What follows belongs to an exercise in optimizing a design on an open flow for small area, a short achievable clock period and few clock cycles per item; a production flow would make more cautious choices.
RTL that was checked went through simulation tests only; none was proved equivalent to the original.
Power is estimated from default activity; no workload was simulated.

Setup of maple:
// group_reverse_reorder_unit
module group_reverse_reorder_unit #(
  parameter int MAX_GROUP  = 16,
  parameter int WORD_WIDTH = 32
) (
  input  logic                                     clk,
  input  logic                                     rst,
  input  logic                                     cfg_we,
  input  logic [grr_pkg::CFG_W-1:0]                cfg_data,
  input  logic                                     s_tvalid,
  output logic                                     s_tready,
  input  logic [((WORD_WIDTH + 7) / 8) * 8 - 1:0]  s_tdata,   
  input  logic                                     s_tlast,
  output logic                                     m_tvalid,
  input  logic                                     m_tready,
  output logic [((WORD_WIDTH + 7) / 8) * 8 - 1:0]  m_tdata,   
  output logic                                     m_tlast
);
For scale: roughly 1700 cells after synthesis, about 640 flip-flops, ~78 I/O pins.
clock: 4.5 ns
lec_check: 0
cap_margin: 20
core_margin: 2
core_utilization: 60
cts_cluster_diameter: 60
cts_cluster_size: 30
place_density: 0.72
setup_slack_margin: 2.5
slew_margin: 20
tns_end_percent: 50
run.sh (not shown) runs the stock make flow with config.mk's settings and CLKGATE_MAP_FILE= SYNTH_SCRIPT=/design/flow/synth_recipe.tcl, a recipe that flattens the netlist after the stock synthesis.
Testbench counts of maple, summed over its fixed seeds: cycles 12,252, items 11,992.
Input-level comparison between indigo and maple:
- a change of TNS_END_PERCENT from 50 to 10
- a change of CTS_CLUSTER_DIAMETER from 60 to 50
- a change of CTS_CLUSTER_SIZE from 30 to 40
## What came out
Final critical-path required period, indigo and maple, lower one = maple.
indigo ends up with a via total after detailed routing that is 1.1% lower than in maple.
Final total power: indigo > maple
Comparing the two runs side by side, indigo comes out ahead of maple on wire length of the first global-routing pass.
Between indigo and maple, the design area does not differ in any meaningful way.
#### Input delta (tundra over indigo)
- CORE_UTILIZATION: 60 -> 70
- CTS_CLUSTER_DIAMETER: 50 -> 60
- PLACE_DENSITY: 0.72 -> 0.8
- CTS_CLUSTER_SIZE: 40 -> 30
Results
In the flow results for indigo and tundra, the final cell count without fillers is larger on indigo. On standard cell core area: tundra sits below indigo. [diff] power, tundra relative to indigo: improvement. Taking indigo as the reference point, the fraction of power consumed by the clock network of tundra falls by 3.7 points. Taking indigo as the reference, in tundra count of instances resized after the clock tree is built saw a decrease, via count of the first global-routing pass higher, cell area after layout now sits lower. Relative to indigo, shortest period the worst path allows has increased by 0.18 ns in tundra.
Inputs modified between tundra and fjord:
- PLACE_DENSITY changed from 0.8 to 0.65
- CORE_UTILIZATION changed from 70 to 55
[fjord] post-route core utilization fell 17 points relative to tundra. Diff tundra -> fjord | via count | decrease of 3.4%. Delta (fjord minus tundra): headroom to the max-slew limit went down 1.1 points, part of the total power dissipated in sequential elements went down 2.7 points. tundra reports its uppermost layer routed as met4 while fjord reports met5. Diff fjord..tundra | synthesized netlist net count | unchanged.
--- input diff fjord..cedar ---
- changing CORE_UTILIZATION from 55 to 60
- changing PLACE_DENSITY from 0.65 to 0.72
- changing CTS_CLUSTER_DIAMETER from 60 to 50
- changing CTS_CLUSTER_SIZE from 30 to 40
==> flow/flow/run.sh (new file) <==
#!/bin/bash
set -euo pipefail
export BUFFER_PORTS_ARGS="-buffer_cell sky130_fd_sc_hd__buf_2"
bash standard.sh > standard_flow.log 2>&1
==> flow/standard.sh (new file) <==
#!/bin/bash
# synth_recipe.tcl (not shown) runs the flow's synth.tcl, then flattens the netlist and writes it again
# the make line also repeats each setting of config.mk as NAME=value (left out here)
make -C /OpenROAD-flow-scripts/flow DESIGN_CONFIG=/design/flow/config.mk WORK_HOME=/design/flow/orfs CLKGATE_MAP_FILE= SYNTH_SCRIPT=/design/flow/synth_recipe.tcl "${@:-finish}"
removed: flow/run.sh
### Flow results
Comparing fjord with cedar, the clock-pin transition on the worst setup and hold timing paths came out essentially unchanged.
Compared with fjord, cedar shows a lower slew at the pin closest to its max-slew limit.
cedar improves on fjord in wire length.
Per the comparison of cedar with fjord, mean instance size in the synthesized netlist has remained practically unchanged, area of all placed cells without fillers shrank by about 1.8%.

* * *

before:
Another version of the RTL of group_reverse_reorder_unit (not shown whole).
Size in the first run: roughly 630 flip-flops, about 78 I/O pins, about 26000 um^2 of cells after synthesis.
==> flow/config.mk <==
export PLATFORM = sky130hd
export DESIGN_NAME = group_reverse_reorder_unit
export DESIGN_NICKNAME = group_reverse_reorder_unit
export VERILOG_FILES = /design/flow/design.v
export SDC_FILE = /design/flow/constraint.sdc
export NUM_CORES = 4
export LEC_CHECK = 0
export CAP_MARGIN = 20
export CORE_MARGIN = 2
export CORE_UTILIZATION = 60
export CTS_CLUSTER_DIAMETER = 60
export CTS_CLUSTER_SIZE = 30
export PLACE_DENSITY = 0.72
export SETUP_SLACK_MARGIN = 2.2
export SLEW_MARGIN = 20
export TNS_END_PERCENT = 10
==> flow/constraint.sdc <==
create_clock -name core_clock -period 4.5 [get_ports {clk}]
set_input_delay 0.9000 -clock core_clock [delete_from_list [all_inputs] [get_ports {clk}]]
set_output_delay 0.9000 -clock core_clock [all_outputs]
set_load 0.01 [all_outputs]
Stock flow here: none of the scripts above is used.
Per the final summary, before finished and its layout is clean on timing, DRC and antenna.
Testbench counts of before, summed over its fixed seeds: cycles 12,252, items 11,992.
For after, these inputs were changed with respect to before:
Settings: swapping 60 for 50 in CTS_CLUSTER_DIAMETER; swapping 2.2 for 2.5 in SETUP_SLACK_MARGIN; swapping 30 for 40 in CTS_CLUSTER_SIZE.
==> comparison <==
- after completed end to end with timing, DRC and antenna clean.
- Diff before -> after: cell area power density moved up, overall die area held, horizontal extent of the die neither gained nor lost much, post-detailed-routing wire length went up about 4.7%.
- Cmp after and before / buffer count excluding the clock tree in the final layout / higher: after
- On combinational power share, the lower figure sits with before, not after.
- Going from before to after, summed area of non-filler cells in the final layout went up 3.1%; maximum clock rate went up 7.5%; share of cells above drive strength 1 went up 4.4 points.

* * *

## oak
group_reverse_reorder_unit, a different RTL version from the one above (not shown whole).
Size: about 1300 cells after synthesis, roughly 620 flip-flops, ~78 I/O pins, ~0.025 mm^2 of cells after synthesis.
Settings: LEC_CHECK=0, CAP_MARGIN=20, CORE_MARGIN=2, CORE_UTILIZATION=60, PLACE_DENSITY=0.72, SETUP_SLACK_MARGIN=2.5, SLEW_MARGIN=20, TNS_END_PERCENT=10; clock period 4.5 ns.
> inputs changed (oak -> pine)
- CORE_UTILIZATION now 40, was 60
- PLACE_DENSITY no longer set, was 0.72
==> comparison <==
Compared with oak, in pine power held; first-iteration DRC count dropped 148. For the critical path depth, pine came in 2 higher than oak did. Reported for oak and pine, adder-cell area share of the yosys netlist turned out identical to the last digit. pine does worse than oak on wire length of the first global-routing pass. Compared with oak, standard-cell row count in pine increased by more than 10%. From oak to pine the numbers moved as follows: placer's final routability congestion estimate fell by about 5%, final clock period utilization by the worst path rose by 0.51 points, worst setup slack fell by 23 ps. In terms of total leakage power, oak and pine differ only marginally.
The following lists how birch was set up differently from pine:
- a change of SETUP_SLACK_MARGIN from 2.5 to 2.3
- a change of TNS_END_PERCENT from 10 to 0
[summary]
Going from pine to birch, sequential fraction of total cell area now larger; final critical-path required period now larger; global-route usage now smaller; first-pass GRT wire length now smaller.
No functional check of the RTL was part of any run of this note.

* * *

north:
Another version of the RTL of group_reverse_reorder_unit (not shown whole).
Size: roughly 620 flip-flops, ~25000 sq um of cells after synthesis.
export LEC_CHECK = 0
export CAP_MARGIN = 20
export CORE_MARGIN = 2
export CORE_UTILIZATION = 40
export SETUP_SLACK_MARGIN = 3.0
export SLEW_MARGIN = 20
export TNS_END_PERCENT = 10
create_clock -name core_clock -period 4.5 [get_ports {clk}]
--- input diff north..south ---
-- flow/config.mk --
<<< north, line 9
export CORE_MARGIN = 2
export CORE_UTILIZATION = 40
export SETUP_SLACK_MARGIN = 3.0
export SLEW_MARGIN = 20
export TNS_END_PERCENT = 10
>>> south, line 9
export CORE_MARGIN = 2
export CORE_UTILIZATION = 40
export CTS_BUF_LIST = sky130_fd_sc_hd__clkbuf_4 sky130_fd_sc_hd__clkbuf_8
export SLEW_MARGIN = 20
## What came out
Summary of south over north: first-pass GRT wire length down 2.7%, signal arrival time at the worst endpoint rose 840 ps, proportion of cell area occupied by multi-input gates shrank by 0.40 points, cell area after placement closely matched the old numbers, worst path buffer plus inverter count saw a decrease.
The share of power burned in the clock network on south is in line with that on north.
Taking north as the reference, in south die area shows no meaningful change, cell count after placement rose by 14, final cell area excluding filler cells -5.6%, switching power has decreased, total power decreased 6.9%.
south | stages: all done | timing, DRC, antenna: all pass
--- input diff south..east ---
-- flow/config.mk --
<<< south, line 9
export CORE_MARGIN = 2
export CORE_UTILIZATION = 40
export CTS_BUF_LIST = sky130_fd_sc_hd__clkbuf_4 sky130_fd_sc_hd__clkbuf_8
export SLEW_MARGIN = 20
>>> east, line 9
export CORE_MARGIN = 2
export CORE_UTILIZATION = 40
export SETUP_SLACK_MARGIN = 2.0
export SLEW_MARGIN = 20
--- outcome ---
east reports a lower sequential share of layout area than south does.
Across both runs, sequential cell fraction of total power was lower for east than for south.
Going from south to east, number of vias per cell after detailed routing grows by 2.1%.
Compared with south, east shows a higher final worst slack.
Worst setup path startpoint: s_tvalid -> south, s_tlast -> east
Between east and south, the routed wire length is lower for south.
From south to east the numbers moved as follows: non-filler instance count after layout down about 3.5%; register area share after synthesis roughly the same.
south -> east: number of placed instances with taps included decreased slightly
Inputs modified between east and west:
-- flow/config.mk --
<<< east, line 9
export CORE_MARGIN = 2
export CORE_UTILIZATION = 40
export SETUP_SLACK_MARGIN = 2.0
export SLEW_MARGIN = 20
>>> west, line 9
export CORE_MARGIN = 2
export CORE_UTILIZATION = 40
export SETUP_SLACK_MARGIN = 2.5
export SLEW_MARGIN = 20
export TNS_END_PERCENT = 10
==> results.txt <==
west reached the end of the flow, and the finished layout is clean on the timing, DRC and antenna checks. Against east as the reference, west delivers a higher share of total power in the clock network. Net switching component of the power: west vs east up 7.5%. east → west: register cell area after layout neither gained nor lost much, fraction of area in multi-input gates lost 0.18 points, proportion of final cell area spent on non-clock buffers picked up an extra 2.2 points.
No run of this note included a check of the RTL's function; only the layout flow was run.

* * *

Setup of violet:
RTL: one of the versions met above, not the one the previous note started from.
Size in the first run: roughly 1700 cells after synthesis, ~640 flip-flops, ~26000 sq um of cells after synthesis.
Settings: LEC_CHECK=0, CAP_MARGIN=20, CORE_MARGIN=2, CORE_UTILIZATION=60, CTS_CLUSTER_DIAMETER=60, CTS_CLUSTER_SIZE=30, PLACE_DENSITY=0.72, SETUP_SLACK_MARGIN=2.5, SLEW_MARGIN=20, TNS_END_PERCENT=10; clock period 4.5 ns.
violet completed end to end with timing, DRC and antenna clean.
Testbench counts of violet, summed over its fixed seeds: cycles 12,252, items 11,992.
[inputs] garnet vs violet
- SLEW_MARGIN now 5, was 20
- CAP_MARGIN now 5, was 20
- CTS_CLUSTER_SIZE now 40, was 30
- CTS_CLUSTER_DIAMETER now 50, was 60
Cell area | garnet vs violet | garnet larger. Compared to violet, garnet has clock skew 0.012 ns higher. Compared to violet, garnet has core utilization 1.6 points higher. Summary of garnet over violet: number of primary I/O pins was more or less identical, routed wire length went up by 720 um.
Inputs modified between garnet and nickel:
- CTS_CLUSTER_DIAMETER changed from 50 to 60
- CTS_CLUSTER_SIZE changed from 40 to 30
- SLEW_MARGIN changed from 5 to 20
- CAP_MARGIN changed from 5 to 20
- TNS_END_PERCENT changed from 10 to 25
Notes after the runs:
Taking garnet as the reference, in nickel count of inserted antenna diode cells fell 1; placer's final routability congestion estimate rose 0.50%; number of global-route vias before repair rose about 0.7%. nickel: power per standard cell area about 4% below garnet. In the flow results for nickel and garnet, the via count is larger on garnet. garnet finished every step from synthesis to the final layout, and the layout passed the timing, DRC and antenna checks. nickel ended with every stage complete and zero timing, DRC or antenna violations. Diff garnet -> nickel | leakage dissipation | down by a few percent. Biggest cell delay along the critical path: garnet vs nickel, no meaningful difference. Re first-pass iteration count of the detailed router: nickel and garnet aren't equal, and the higher value belongs to garnet. Between nickel and garnet, the sequential share of cell area is higher for nickel. nickel against garnet: fraction of synthesized area in multiplexers shows no meaningful change, placed cell count flat.

* * *

Another version of the RTL of group_reverse_reorder_unit (not shown whole).
Size in the first run: roughly 640 flip-flops, roughly 78 I/O pins, roughly 26000 um^2 of cells after synthesis.
Settings: LEC_CHECK=0, CAP_MARGIN=20, CORE_MARGIN=2, CORE_UTILIZATION=60, CTS_CLUSTER_DIAMETER=50, CTS_CLUSTER_SIZE=40, PLACE_DENSITY=0.72, SETUP_SLACK_MARGIN=2.7, SLEW_MARGIN=20, TNS_END_PERCENT=10; clock period 4.5 ns.
Testbench counts at the start, summed over its fixed seeds: cycles 12,252, items 11,992.
Edit:
Settings changed: SETUP_SLACK_MARGIN 2.7 to 2.5.
=>
- design area falls by a few percent
- sequential share of layout area came out higher by 1.9 points
- non-clock buffer count drops by 70
- die area is unchanged
- hold slack stays flat
- global-route usage is lower by 1.6 points
- wire length shrinks by a few percent
- utilization came out lower by 2.2 points
- first-iteration DRC count drops by roughly a tenth
- critical path depth does not change

* * *

## run B
The RTL this note starts from:
==> flow/design.v <==
package grr_pkg;
  localparam int CFG_W = 5;
  localparam logic [CFG_W-1:0] GROUP_SIZE_RESET = 5'd2;
  typedef struct packed {
    logic valid;
    logic bank;
  } bank_rel_t;
  function automatic logic [CFG_W-1:0] eff_group(input logic [CFG_W-1:0] gs,
                                                 input int unsigned max_group);
    if (gs == '0) begin
      eff_group = CFG_W'(1);
    end else if (32'(gs) > max_group) begin
      eff_group = CFG_W'(max_group);
    end else begin
      eff_group = gs;
    end
  endfunction
endpackage
module group_reverse_reorder_unit #(
  parameter int MAX_GROUP  = 16,
  parameter int WORD_WIDTH = 32
) (
  input  logic                                     clk,
  input  logic                                     rst,
  input  logic                                     cfg_we,
  input  logic [grr_pkg::CFG_W-1:0]                cfg_data,
  input  logic                                     s_tvalid,
  output logic                                     s_tready,
  input  logic [((WORD_WIDTH + 7) / 8) * 8 - 1:0]  s_tdata,   
  input  logic                                     s_tlast,
  output logic                                     m_tvalid,
  input  logic                                     m_tready,
  output logic [((WORD_WIDTH + 7) / 8) * 8 - 1:0]  m_tdata,   
  output logic                                     m_tlast
);
  localparam int TDATA_W = ((WORD_WIDTH + 7) / 8) * 8;
  localparam int NS      = (MAX_GROUP > 1) ? MAX_GROUP : 2;
  localparam int AW      = $clog2(NS);
  localparam int KW      = ($clog2(MAX_GROUP + 1) > grr_pkg::CFG_W) ?
                           $clog2(MAX_GROUP + 1) : grr_pkg::CFG_W;
  typedef struct packed {
    logic [AW-1:0] start;
    logic          dir;
    logic [AW-1:0] left;
    logic          fin;
  } desc_t;
  logic [grr_pkg::CFG_W-1:0] group_size;
  logic [WORD_WIDTH-1:0] mem [NS];
  logic [NS-1:0]         occ;        
  logic [AW-1:0]         wp;         
  logic [AW-1:0]         wp_step;    
  logic                  wd;         
  logic [AW-1:0]         gstart;     
  logic [AW-1:0]         fill;       
  logic                  fz;         
  logic                  wf;         
  logic                  rdy;
  logic                  ract;
  logic [NS-1:0]         rsel;       
  logic                  rdir;
  logic [AW-1:0]         rleft;      
  logic                  rl;         
  logic                  rfin;
  logic                  pv0;
  logic                  pv1;
  desc_t                 p0;
  desc_t                 p1;
  logic                  ov;
  logic [WORD_WIDTH-1:0] odata;
  logic                  olast;
  logic                  close;
  logic                  accept;
  logic                  oload;
  logic                  rd_fire;
  logic                  take;
  logic                  bypass;
  logic                  turn;
  logic                  newd_v;
  desc_t                 newd;
  desc_t                 nxt;
  logic [AW-1:0]         wp_back;
  logic [AW-1:0]         fill_n;
  logic                  pv0_n;
  logic                  pv1_n;
  logic                  free_n;
  logic [NS-1:0]         rsel_n;
  logic [WORD_WIDTH-1:0] rd_word;
  logic                  k1;         
  logic                  wf2;        
  assign k1       = (grr_pkg::eff_group(group_size, MAX_GROUP) == grr_pkg::CFG_W'(1));
  assign wf2      = (KW'(fill) + KW'(2)) >= KW'(grr_pkg::eff_group(group_size, MAX_GROUP));
  assign close    = wf || s_tlast;
  assign accept   = s_tvalid && rdy;
  assign oload    = !ov || m_tready;
  assign rd_fire  = oload && ract;
  assign take     = !ract || (rd_fire && rl);
  assign bypass   = accept && (wf || (s_tlast && fz)) && !ract && oload;
  assign turn     = bypass && wf;
  assign wp_back  = wd ? (wp + AW'(1)) : (wp - AW'(1));
  always_comb begin
    newd_v     = accept && close && !(bypass && fz);
    newd.start = gstart;
    newd.dir   = wd;
    newd.left  = fill;
    newd.fin   = s_tlast;
    if (wf) begin
      newd.dir = !wd;
      if (bypass) begin
        newd.start = wp_back;
        newd.left  = fill - AW'(1);
      end else begin
        newd.start = wp;
      end
    end
  end
  assign nxt = pv0 ? p0 : newd;
  always_comb begin
    pv0_n = pv0;
    pv1_n = pv1;
    if (take) begin
      if (pv0) begin
        pv0_n = pv1 || newd_v;
        pv1_n = pv1 && newd_v;
      end
    end else if (newd_v) begin
      if (pv0) begin
        pv1_n = 1'b1;
      end else begin
        pv0_n = 1'b1;
      end
    end
  end
  always_comb begin
    if (accept && !turn) begin
      free_n = !occ[wp_step] || (rd_fire && rsel[wp_step]);
    end else if (accept) begin
      free_n = 1'b1;
    end else begin
      free_n = !occ[wp] || (rd_fire && rsel[wp]);
    end
  end
  always_comb begin
    fill_n = fill;
    if (accept) begin
      fill_n = close ? '0 : (fill + AW'(1));
    end
  end
  logic [NS-1:0] dec_wp;
  logic [NS-1:0] dec_back;
  logic [NS-1:0] dec_gs;
  logic [NS-1:0] dec_p0;
  logic [NS-1:0] dec_new;
  always_comb begin
    dec_wp = '0;
    dec_wp[wp] = 1'b1;
    dec_gs = '0;
    dec_gs[gstart] = 1'b1;
    dec_p0 = '0;
    dec_p0[p0.start] = 1'b1;
    dec_back = wd ? {dec_wp[NS-2:0], dec_wp[NS-1]} : {dec_wp[0], dec_wp[NS-1:1]};
    dec_new = !wf ? dec_gs : (bypass ? dec_back : dec_wp);
    rsel_n = rsel;
    if (take) begin
      rsel_n = pv0 ? dec_p0 : (newd_v ? dec_new : '0);
    end else if (rd_fire) begin
      rsel_n = rdir ? {rsel[0], rsel[NS-1:1]} : {rsel[NS-2:0], rsel[NS-1]};
    end
  end
  always_comb begin
    rd_word = ract ? '0 : s_tdata[WORD_WIDTH-1:0];
    for (int i = 0; i < NS; i++) begin
      rd_word = rd_word | ({WORD_WIDTH{rsel[i]}} & mem[i]);
    end
  end
  always_ff @(posedge clk) begin
    if (rst) begin
      group_size <= grr_pkg::GROUP_SIZE_RESET;
    end else if (cfg_we) begin
      group_size <= cfg_data;
    end
  end
  always_ff @(posedge clk) begin
    if (accept) begin
      mem[wp] <= s_tdata[WORD_WIDTH-1:0];
    end
  end
  always_ff @(posedge clk) begin
    if (rst) begin
      occ    <= '0;
      wp     <= '0;
      wp_step <= AW'(1);
      wd     <= 1'b0;
      gstart <= '0;
      fill   <= '0;
      fz     <= 1'b1;
      wf     <= 1'b0;
      rdy    <= 1'b1;
      ract   <= 1'b0;
      rsel   <= '0;
      pv0    <= 1'b0;
      pv1    <= 1'b0;
      ov     <= 1'b0;
    end else begin
      for (int i = 0; i < NS; i++) begin
        if (rd_fire && rsel[i]) begin
          occ[i] <= 1'b0;
        end
        if (accept && !bypass && wp == AW'(i)) begin
          occ[i] <= 1'b1;
        end
      end
      if (accept && !turn) begin
        wp      <= wp_step;
        wp_step <= wd ? (wp_step - AW'(1)) : (wp_step + AW'(1));
      end
      if (turn) begin
        wd      <= !wd;
        wp_step <= wp_back;
      end
      if (accept && close) begin
        gstart <= turn ? wp : wp_step;
      end
      fill <= fill_n;
      fz   <= (fill_n == '0);
      if (cfg_we) begin
        wf <= (KW'(fill) + KW'(1)) >= KW'(grr_pkg::eff_group(cfg_data, MAX_GROUP));
      end else if (accept) begin
        wf <= close ? k1 : wf2;
      end
      rdy  <= free_n && !pv1_n;
      pv0  <= pv0_n;
      pv1  <= pv1_n;
      if (take) begin
        ract <= pv0 || newd_v;
      end
      rsel <= rsel_n;
      if (oload) begin
        ov <= ract || bypass;
      end
    end
  end
  always_ff @(posedge clk) begin
    if (take) begin
      rdir  <= nxt.dir;
      rleft <= nxt.left;
      rl    <= (nxt.left == '0);
      rfin  <= nxt.fin;
    end else if (rd_fire) begin
      rleft <= rleft - AW'(1);
      rl    <= (rleft == AW'(1));
    end
    if (take ? pv0 : (newd_v && !pv0)) begin
      p0 <= (take && pv1) ? p1 : newd;
    end
    if (newd_v) begin
      p1 <= newd;
    end
    if (oload && (ract || bypass)) begin
      odata <= rd_word;
      olast <= ract ? (rfin && rl) : (s_tlast && fz);
    end
  end
  assign s_tready = rdy;
  assign m_tvalid = ov;
  assign m_tdata  = TDATA_W'(odata);
  assign m_tlast  = olast;
endmodule
==> flow/config.mk <==
export PLATFORM = sky130hd
export DESIGN_NAME = group_reverse_reorder_unit
export DESIGN_NICKNAME = group_reverse_reorder_unit
export VERILOG_FILES = /design/flow/design.v
export SDC_FILE = /design/flow/constraint.sdc
export NUM_CORES = 4
export LEC_CHECK = 0
export ABC_AREA = 1
export CAP_MARGIN = 20
export CORE_MARGIN = 2
export CORE_UTILIZATION = 60
export CTS_CLUSTER_DIAMETER = 60
export CTS_CLUSTER_SIZE = 30
export PLACE_DENSITY = 0.72
export SETUP_SLACK_MARGIN = 2.5
export SLEW_MARGIN = 20
export TNS_END_PERCENT = 10
==> flow/constraint.sdc <==
create_clock -name core_clock -period 4.5 [get_ports {clk}]
set_input_delay 0.9000 -clock core_clock [delete_from_list [all_inputs] [get_ports {clk}]]
set_output_delay 0.9000 -clock core_clock [all_outputs]
set_load 0.01 [all_outputs]
Testbench counts of run B, summed over its fixed seeds: cycles 12,252, items 11,992.
Edits applied to the flow inputs when going from run B to run C:
Settings: ABC_AREA removed (was 1).
Notes after the runs:
- For non-clock buffer count in the final layout, dividing the value from run C by the value from run B gives 1.4.
- Run C was carried through to the last stage, and its layout satisfied the timing, DRC and antenna checks.
- Diff run B -> run C: number of stages on the worst setup path now larger; post-synthesis share of cell area spent on and, or, nand and nor gates lower; synthesized area divided by synthesized cell count +3.3 µm²; routed metal-1 wirelength dropped 2700 µm.
- Taking run B as the reference, in run C die area went down by about 3.2%, layout overhead on the synthesized area went up by 3.5 points, floorplan core area went down by 3.0%.

## separate check: timing with driven ports
How much do the figures lean on ideal ports? The routed layouts below were timed once more, with nothing changed but the port constraints.
Step 1 (the two cells are an assumption about what drives the block):
set clk [get_ports {clk}]
set_driving_cell -lib_cell sky130_fd_sc_hd__clkbuf_16 $clk
set_driving_cell -lib_cell sky130_fd_sc_hd__buf_2 [delete_from_list [all_inputs] $clk]
Step 2 adds t to the input delays and takes it off the output delays; t is the mean of the earliest and latest rising clock arrival at the registers after step 1. Input paths then give back, and output paths get back, about the clock's delay inside the block.
Three values: no drivers, after step 1, after step 2; two values: the first two.
run	shift t [ns]	setup slack, ns	worst register clock-pin slew, ns	worst data-port slew with drivers (ns)	cell pins on the clock port's net
maple	0.641	2.391 / 2.335 / 1.843	0.11 / 0.11	0.12	1
indigo	0.652	2.370 / 2.311 / 1.796	0.10 / 0.10	0.09	1
tundra	0.635	2.193 / 2.193 / 1.690	0.11 / 0.11	0.10	1
fjord	0.650	2.339 / 2.280 / 1.792	0.10 / 0.10	0.10	1
cedar	0.651	2.178 / 2.178 / 1.644	0.10 / 0.10	0.09	1
before	0.640	2.104 / 2.046 / 1.545	0.11 / 0.11	0.09	1
after	0.661	2.272 / 2.220 / 1.702	0.09 / 0.09	0.08	1
oak	0.663	2.216 / 2.216 / 1.678	0.07 / 0.07	0.10	1
pine	0.648	2.193 / 2.193 / 1.705	0.06 / 0.06	0.09	1
birch	0.650	2.038 / 1.985 / 1.427	0.06 / 0.06	0.09	1
north	0.649	2.094 / 2.094 / 1.531	0.06 / 0.06	0.08	1
south	0.712	1.471 / 1.501 / 0.789	0.07 / 0.07	0.12	1
east	0.695	2.037 / 1.998 / 1.380	0.07 / 0.07	0.09	1
west	0.647	2.099 / 2.099 / 1.531	0.06 / 0.06	0.08	1
violet	0.638	2.365 / 2.307 / 1.790	0.11 / 0.11	0.08	1
garnet	0.652	2.370 / 2.311 / 1.796	0.10 / 0.10	0.09	1
nickel	0.643	2.376 / 2.320 / 1.797	0.11 / 0.11	0.07	1
the first run of note 6	0.665	2.323 / 2.264 / 1.739	0.10 / 0.10	0.08	1
the second run of note 6	0.653	2.323 / 2.266 / 1.786	0.10 / 0.10	0.08	1
run B	0.649	2.302 / 2.256 / 1.671	0.10 / 0.10	0.08	1
run C	0.641	2.268 / 2.236 / 1.731	0.11 / 0.11	0.08	1
After both steps setup and hold are still met in every run listed. The setup slack of south, which loses most, moves by +0.030 ns with the drivers and by -0.682 ns with both steps.
